Background: an optimization exercise with open tools, aiming at small area and a short achievable clock period. Do not read the settings as production practice.
Only simulation tests tie the RTL to the original design; equivalence was not proved.
The clock input has no modelled driver; a real chip could not lean on it and would need a root buffer or a full tree.
Power is estimated from default activity; no workload was simulated.

==> run a: inputs <==
## fft8_top
module fft8_top (
    input  logic         clk,
    input  logic         rst_n,
    input  logic [79:0]  sample,
    output logic [159:0] result
);
    logic [5:0] v;
    always_ff @(posedge clk or negedge rst_n) begin
        if (!rst_n) v <= '0;
        else        v <= {v[4:0], 1'b1};
    end
    logic [79:0] r1, r2;
    always_ff @(posedge clk) begin
        r1 <= sample;
        r2 <= r1;
    end
    wire [4:0] x0r = r2[9:5];
    wire [4:0] x0i = r2[4:0];
    wire [4:0] x1r = r2[19:15];
    wire [4:0] x1i = r2[14:10];
    wire [4:0] x2r = r2[29:25];
    wire [4:0] x2i = r2[24:20];
    wire [4:0] x3r = r2[39:35];
    wire [4:0] x3i = r2[34:30];
    wire [4:0] x4r = r2[49:45];
    wire [4:0] x4i = r2[44:40];
    wire [4:0] x5r = r2[59:55];
    wire [4:0] x5i = r2[54:50];
    wire [4:0] x6r = r2[69:65];
    wire [4:0] x6i = r2[64:60];
    wire [4:0] x7r = r2[79:75];
    wire [4:0] x7i = r2[74:70];
    wire [5:0] a4r_d;
    wire [5:1] a4r_d_c;
    assign a4r_d[0] = x1r[0] ^ x5r[0];
    assign a4r_d_c[1] = x1r[0] & x5r[0];
    fft_fa u_a4r_d_1 (.a(x1r[1]), .b(x5r[1]), .ci(a4r_d_c[1]), .s(a4r_d[1]), .co(a4r_d_c[2]));
    fft_fa u_a4r_d_2 (.a(x1r[2]), .b(x5r[2]), .ci(a4r_d_c[2]), .s(a4r_d[2]), .co(a4r_d_c[3]));
    fft_fa u_a4r_d_3 (.a(x1r[3]), .b(x5r[3]), .ci(a4r_d_c[3]), .s(a4r_d[3]), .co(a4r_d_c[4]));
    fft_fa u_a4r_d_4 (.a(x1r[4]), .b(x5r[4]), .ci(a4r_d_c[4]), .s(a4r_d[4]), .co(a4r_d_c[5]));
    assign a4r_d[5] = x1r[4] ^ x5r[4] ^ a4r_d_c[5];
    wire [5:0] a5r_d;
    wire [5:1] a5r_d_c;
    assign a5r_d[0] = x1r[0] ^ x5r[0];
    assign a5r_d_c[1] = x1r[0] | ~x5r[0];
    fft_fa u_a5r_d_1 (.a(x1r[1]), .b(~x5r[1]), .ci(a5r_d_c[1]), .s(a5r_d[1]), .co(a5r_d_c[2]));
    fft_fa u_a5r_d_2 (.a(x1r[2]), .b(~x5r[2]), .ci(a5r_d_c[2]), .s(a5r_d[2]), .co(a5r_d_c[3]));
    fft_fa u_a5r_d_3 (.a(x1r[3]), .b(~x5r[3]), .ci(a5r_d_c[3]), .s(a5r_d[3]), .co(a5r_d_c[4]));
  ...
clock: 16.0 ns
lec_check: 0
cap_margin: 20
core_margin: 2
core_utilization: 70
slew_margin: 20
synth_hierarchical: 1
synth_minimum_keep_size: 0
standard.sh (not shown) runs the stock make flow with config.mk's settings and CLKGATE_MAP_FILE= SYNTH_SCRIPT=/design/flow/synth_recipe.tcl, a recipe that flattens the netlist after the stock synthesis.
==> flow/flow/run.sh <==
#!/bin/bash
# The standard ORFS layout (standard.sh), with these changes:
#  - the smallest buffer (sky130_fd_sc_hd__buf_1) on every port;
#  - after placement, each output-port buffer is moved next to its pin and
#    the flip-flop that drives it next to the buffer, and the placement is
#    legalized (pull_out_ffs.tcl);
#  - the clock tree is built by clock_tree.tcl instead of TritonCTS: clock
#    port -> four root clkbuf_16 -> leaf clkbuf_16 per cluster of about 26
#    flip-flops, every flip-flop behind the same two buffer stages; then hold
#    repair and legalization as ORFS's cts step does; before it, the
#    reset net is rebuilt as one buffer per cluster of about 24 reset pins;
#  - the rest (global and detailed routing, finishing) is standard.sh again.
# Each tool's full output goes to a log of its own in this folder.
set -euo pipefail
export BUFFER_PORTS_ARGS="-buffer_cell sky130_fd_sc_hd__buf_1"
RES=orfs/results/${FLOW_PLATFORM}/fft8_top/base
bash standard.sh place > standard_place.log 2>&1
PLACE_ODB=$RES/3_place.odb openroad -no_init -exit flow/pull_out_ffs.tcl > pull_out_ffs.log 2>&1
RES=$RES PLATFORM_DIR=$FLOW_HOME/platforms/$FLOW_PLATFORM LEAF_SIZE=26 RST_LEAF_SIZE=24 \
  openroad -no_init -exit flow/clock_tree.tcl > clock_tree.log 2>&1
cp $RES/4_1_cts.odb $RES/4_cts.odb
bash standard.sh > standard.log 2>&1
==> flow/flow/pull_out_ffs.tcl <==
# Moves every output-port buffer next to its pin and every flip-flop that
# drives an output-port buffer next to that buffer, then legalizes the
# placement. A flip-flop that drives more than one output buffer (a sign bit)
# is given the next drive strength. Reads and writes the placed database given in
# the environment (PLACE_ODB).
read_db $::env(PLACE_ODB)
set block [ord::get_db_block]
set core [$block getCoreArea]
proc clamp {v lo hi} { return [expr {$v < $lo ? $lo : ($v > $hi ? $hi : $v)}] }
set moved 0
set sumx [dict create]
set sumy [dict create]
set cnt [dict create]
foreach bterm [$block getBTerms] {
  if {[$bterm getIoType] ne "OUTPUT"} { continue }
  set net [$bterm getNet]
  set buf ""
  foreach it [$net getITerms] {
    if {[$it isOutputSignal]} { set buf [$it getInst] }
  }
  if {$buf eq ""} { continue }
  # the buffer goes next to its pin, inside the core
  set pb [lindex [$bterm getBPins] 0]
  set pbox [$pb getBBox]
  set bm [$buf getMaster]
  set px [clamp [expr {([$pbox xMin] + [$pbox xMax]) / 2 - [$bm getWidth] / 2}] [$core xMin] [expr {[$core xMax] - [$bm getWidth]}]]
  set py [clamp [expr {([$pbox yMin] + [$pbox yMax]) / 2 - [$bm getHeight] / 2}] [$core yMin] [expr {[$core yMax] - [$bm getHeight]}]]
  $buf setLocation $px $py
  $buf setPlacementStatus PLACED
  set innet ""
  foreach it [$buf getITerms] {
    if {[$it isInputSignal]} { set innet [$it getNet] }
  }
  if {$innet eq ""} { continue }
  set ff ""
  foreach it [$innet getITerms] {
    if {[$it isOutputSignal]} { set ff [$it getInst] }
  }
  if {$ff eq ""} { continue }
  if {![string match "*df*" [[$ff getMaster] getName]]} { continue }
  set bb [$buf getBBox]
  set x [expr {([$bb xMin] + [$bb xMax]) / 2}]
  set y [expr {([$bb yMin] + [$bb yMax]) / 2}]
  set name [$ff getName]
  if {![dict exists $cnt $name]} {
    dict set cnt $name 0
    dict set sumx $name 0
    dict set sumy $name 0
  }
  dict incr cnt $name
  dict set sumx $name [expr {[dict get $sumx $name] + $x}]
  dict set sumy $name [expr {[dict get $sumy $name] + $y}]
}
foreach name [dict keys $cnt] {
  set ff [$block findInst $name]
  set n [dict get $cnt $name]
  set x [expr {[dict get $sumx $name] / $n}]
  set y [expr {[dict get $sumy $name] / $n}]
  set m [$ff getMaster]
  # a flip-flop that drives several output buffers gets the next drive strength
  if {$n > 1 && [regexp {^(.*)_1$} [$m getName] -> base]} {
    set m2 [[ord::get_db] findMaster ${base}_2]
    if {$m2 ne "NULL"} { $ff swapMaster $m2; set m $m2 }
  }
  $ff setLocation [expr {$x - [$m getWidth] / 2}] [expr {$y - [$m getHeight] / 2}]
  $ff setPlacementStatus PLACED
  incr moved
}
puts "pull_out_ffs: moved $moved flip-flops"
detailed_placement
check_placement -verbose
write_db $::env(PLACE_ODB)
Other scripts of this flow, unchanged in this note and not shown: flow/flow/clock_tree.tcl
==> inputs of run b, as changes to run a <==
--- a/flow/flow/run.sh
+++ b/flow/flow/run.sh
@@ -1,9 +1,8 @@
 #!/bin/bash
 # The standard ORFS layout (standard.sh), with these changes:
 #  - the smallest buffer (sky130_fd_sc_hd__buf_1) on every port;
-#  - after placement, each output-port buffer is moved next to its pin and
-#    the flip-flop that drives it next to the buffer, and the placement is
-#    legalized (pull_out_ffs.tcl);
+#  - after placement, each flip-flop that drives an output-port buffer is
+#    moved next to that buffer and the placement legalized (pull_out_ffs.tcl);
 #  - the clock tree is built by clock_tree.tcl instead of TritonCTS: clock
 #    port -> four root clkbuf_16 -> leaf clkbuf_16 per cluster of about 26
 #    flip-flops, every flip-flop behind the same two buffer stages; then hold
==> flow/flow/pull_out_ffs.tcl (replaced) <==
# Moves every flip-flop that drives an output-port buffer next to that buffer,
# then legalizes the placement. Reads and writes the placed database given in
# the environment (PLACE_ODB).
read_db $::env(PLACE_ODB)
set block [ord::get_db_block]
set moved 0
set sumx [dict create]
set sumy [dict create]
set cnt [dict create]
foreach bterm [$block getBTerms] {
  if {[$bterm getIoType] ne "OUTPUT"} { continue }
  set net [$bterm getNet]
  set buf ""
  foreach it [$net getITerms] {
    if {[$it isOutputSignal]} { set buf [$it getInst] }
  }
  if {$buf eq ""} { continue }
  set innet ""
  foreach it [$buf getITerms] {
    if {[$it isInputSignal]} { set innet [$it getNet] }
  }
  if {$innet eq ""} { continue }
  set ff ""
  foreach it [$innet getITerms] {
    if {[$it isOutputSignal]} { set ff [$it getInst] }
  }
  if {$ff eq ""} { continue }
  if {![string match "*df*" [[$ff getMaster] getName]]} { continue }
  set bb [$buf getBBox]
  set x [expr {([$bb xMin] + [$bb xMax]) / 2}]
  set y [expr {([$bb yMin] + [$bb yMax]) / 2}]
  set name [$ff getName]
  if {![dict exists $cnt $name]} {
    dict set cnt $name 0
    dict set sumx $name 0
    dict set sumy $name 0
  }
  dict incr cnt $name
  dict set sumx $name [expr {[dict get $sumx $name] + $x}]
  dict set sumy $name [expr {[dict get $sumy $name] + $y}]
}
foreach name [dict keys $cnt] {
  set ff [$block findInst $name]
  set n [dict get $cnt $name]
  set x [expr {[dict get $sumx $name] / $n}]
  set y [expr {[dict get $sumy $name] / $n}]
  set m [$ff getMaster]
  $ff setLocation [expr {$x - [$m getWidth] / 2}] [expr {$y - [$m getHeight] / 2}]
  $ff setPlacementStatus PLACED
  incr moved
}
puts "pull_out_ffs: moved $moved flip-flops"
detailed_placement
check_placement -verbose
write_db $::env(PLACE_ODB)
--- a/flow/config.mk
+++ b/flow/config.mk
@@ -7,7 +7,7 @@
 export LEC_CHECK = 0
 export CAP_MARGIN = 20
 export CORE_MARGIN = 2
-export CORE_UTILIZATION = 70
+export CORE_UTILIZATION = 60
 export SLEW_MARGIN = 20
 export SYNTH_HIERARCHICAL = 1
 export SYNTH_MINIMUM_KEEP_SIZE = 0
==> inputs of run c, as changes to run a <==
--- a/flow/flow/run.sh
+++ b/flow/flow/run.sh
@@ -1,6 +1,7 @@
 #!/bin/bash
 # The standard ORFS layout (standard.sh), with these changes:
 #  - the smallest buffer (sky130_fd_sc_hd__buf_1) on every port;
+#  - the pins that carry one sign bit (copies) are placed as a group;
 #  - after placement, each output-port buffer is moved next to its pin and
 #    the flip-flop that drives it next to the buffer, and the placement is
 #    legalized (pull_out_ffs.tcl);
@@ -13,6 +14,8 @@
 # Each tool's full output goes to a log of its own in this folder.
 set -euo pipefail
 export BUFFER_PORTS_ARGS="-buffer_cell sky130_fd_sc_hd__buf_1"
+# the result pins that carry copies of one sign bit sit next to each other
+export PLACE_PINS_ARGS="-group_pins {result[17] result[18] result[19]} -group_pins {result[7] result[8] result[9]} -group_pins {result[38] result[39]} -group_pins {result[28] result[29]} -group_pins {result[57] result[58] result[59]} -group_pins {result[47] result[48] result[49]} -group_pins {result[78] result[79]} -group_pins {result[68] result[69]} -group_pins {result[97] result[98] result[99]} -group_pins {result[87] result[88] result[89]} -group_pins {result[118] result[119]} -group_pins {result[108] result[109]} -group_pins {result[137] result[138] result[139]} -group_pins {result[127] result[128] result[129]} -group_pins {result[158] result[159]} -group_pins {result[148] result[149]}"
 RES=orfs/results/${FLOW_PLATFORM}/fft8_top/base
 bash standard.sh place > standard_place.log 2>&1
 PLACE_ODB=$RES/3_place.odb openroad -no_init -exit flow/pull_out_ffs.tcl > pull_out_ffs.log 2>&1
--- a/flow/flow/pull_out_ffs.tcl
+++ b/flow/flow/pull_out_ffs.tcl
@@ -1,7 +1,6 @@
 # Moves every output-port buffer next to its pin and every flip-flop that
 # drives an output-port buffer next to that buffer, then legalizes the
-# placement. A flip-flop that drives more than one output buffer (a sign bit)
-# is given the next drive strength. Reads and writes the placed database given in
+# placement. Reads and writes the placed database given in
 # the environment (PLACE_ODB).
 read_db $::env(PLACE_ODB)
 set block [ord::get_db_block]
@@ -57,11 +56,6 @@
   set x [expr {[dict get $sumx $name] / $n}]
   set y [expr {[dict get $sumy $name] / $n}]
   set m [$ff getMaster]
-  # a flip-flop that drives several output buffers gets the next drive strength
-  if {$n > 1 && [regexp {^(.*)_1$} [$m getName] -> base]} {
-    set m2 [[ord::get_db] findMaster ${base}_2]
-    if {$m2 ne "NULL"} { $ff swapMaster $m2; set m $m2 }
-  }
   $ff setLocation [expr {$x - [$m getWidth] / 2}] [expr {$y - [$m getHeight] / 2}]
   $ff setPlacementStatus PLACED
   incr moved
--- a/flow/config.mk
+++ b/flow/config.mk
@@ -7,7 +7,7 @@
 export LEC_CHECK = 0
 export CAP_MARGIN = 20
 export CORE_MARGIN = 2
-export CORE_UTILIZATION = 70
+export CORE_UTILIZATION = 80
 export SLEW_MARGIN = 20
 export SYNTH_HIERARCHICAL = 1
 export SYNTH_MINIMUM_KEEP_SIZE = 0
==> qor summary <==
Status: run a timing/DRC/antenna clean; run b timing/DRC/antenna clean; run c timing/DRC/antenna clean
Pin count of the biggest net entering global routing: run a 145; run b 135; run c 145
Slowest Stage Delay on Critical Path: run a 0.45 ns; run b 0.36 ns; run c 0.39 ns
Latest clock arrival within the worst-skew pair: run a 0.40 ns; run b 0.38 ns; run c 0.39 ns
Transition time at the pin with the least slew margin: run a 1.04 ns; run b 0.661 ns; run c 1.03 ns
Worst relative slew slack: run a 30.7%; run b 55.9%; run c 31.5%
Global-route wire length before repair: run a 73.4 mm; run b 70.1 mm; run c 81.7 mm
Filler Cell Count: run a 2099; run b 3023; run c 1257
Uppermost signal routing layer after detailed routing: run a met5; run b met4; run c met4
Sequential logic power: run a 2600 uW; run b 2590 uW; run c 2620 uW
Combined flip-flop and latch cell area: run a 14200 um^2; run b 14100 um^2; run c 14100 um^2
Share of cell area taken by multi-input logic gates: run a 35.9%; run b 35.8%; run c 36.0%
Logic pwr share: run a 41.0%; run b 40.9%; run c 41.6%
Total number of vias: run a 12750; run b 12413; run c 13460
Post-layout instance area: run a 26900 um^2; run b 27000 um^2; run c 26800 um^2
No run of this note takes its clock network from TritonCTS; it comes from the design's own scripts or RTL.

what the ideal ports hide:
The results above use ideal ports. As a check the final layouts listed here were re-extracted and re-timed, cells and wires unchanged. Step 1 assumes that a clkbuf_16 drives the clock port and a buf_2 every other input. Step 2, shift: input delay + t, output delay - t, t = (earliest + latest rising clock arrival at the registers) / 2. This alone moves slack from input paths to output paths. Three values: ideal ports, drivers, drivers and shift; two values: the first two.
run | t (ns) | slack for setup (ns) | latest minus earliest clock arrival (ns) | slew at the worst register clock pin (ns)
run a | 0.466 | 11.861 / 11.747 / 12.041 | 0.090 / 0.090 | 0.11 / 0.11
run b | 0.465 | 11.826 / 11.715 / 12.156 | 0.062 / 0.061 | 0.10 / 0.10
run c | 0.475 | 11.846 / 11.727 / 11.960 | 0.068 / 0.067 | 0.12 / 0.12
After both steps every run listed still meets setup and hold.
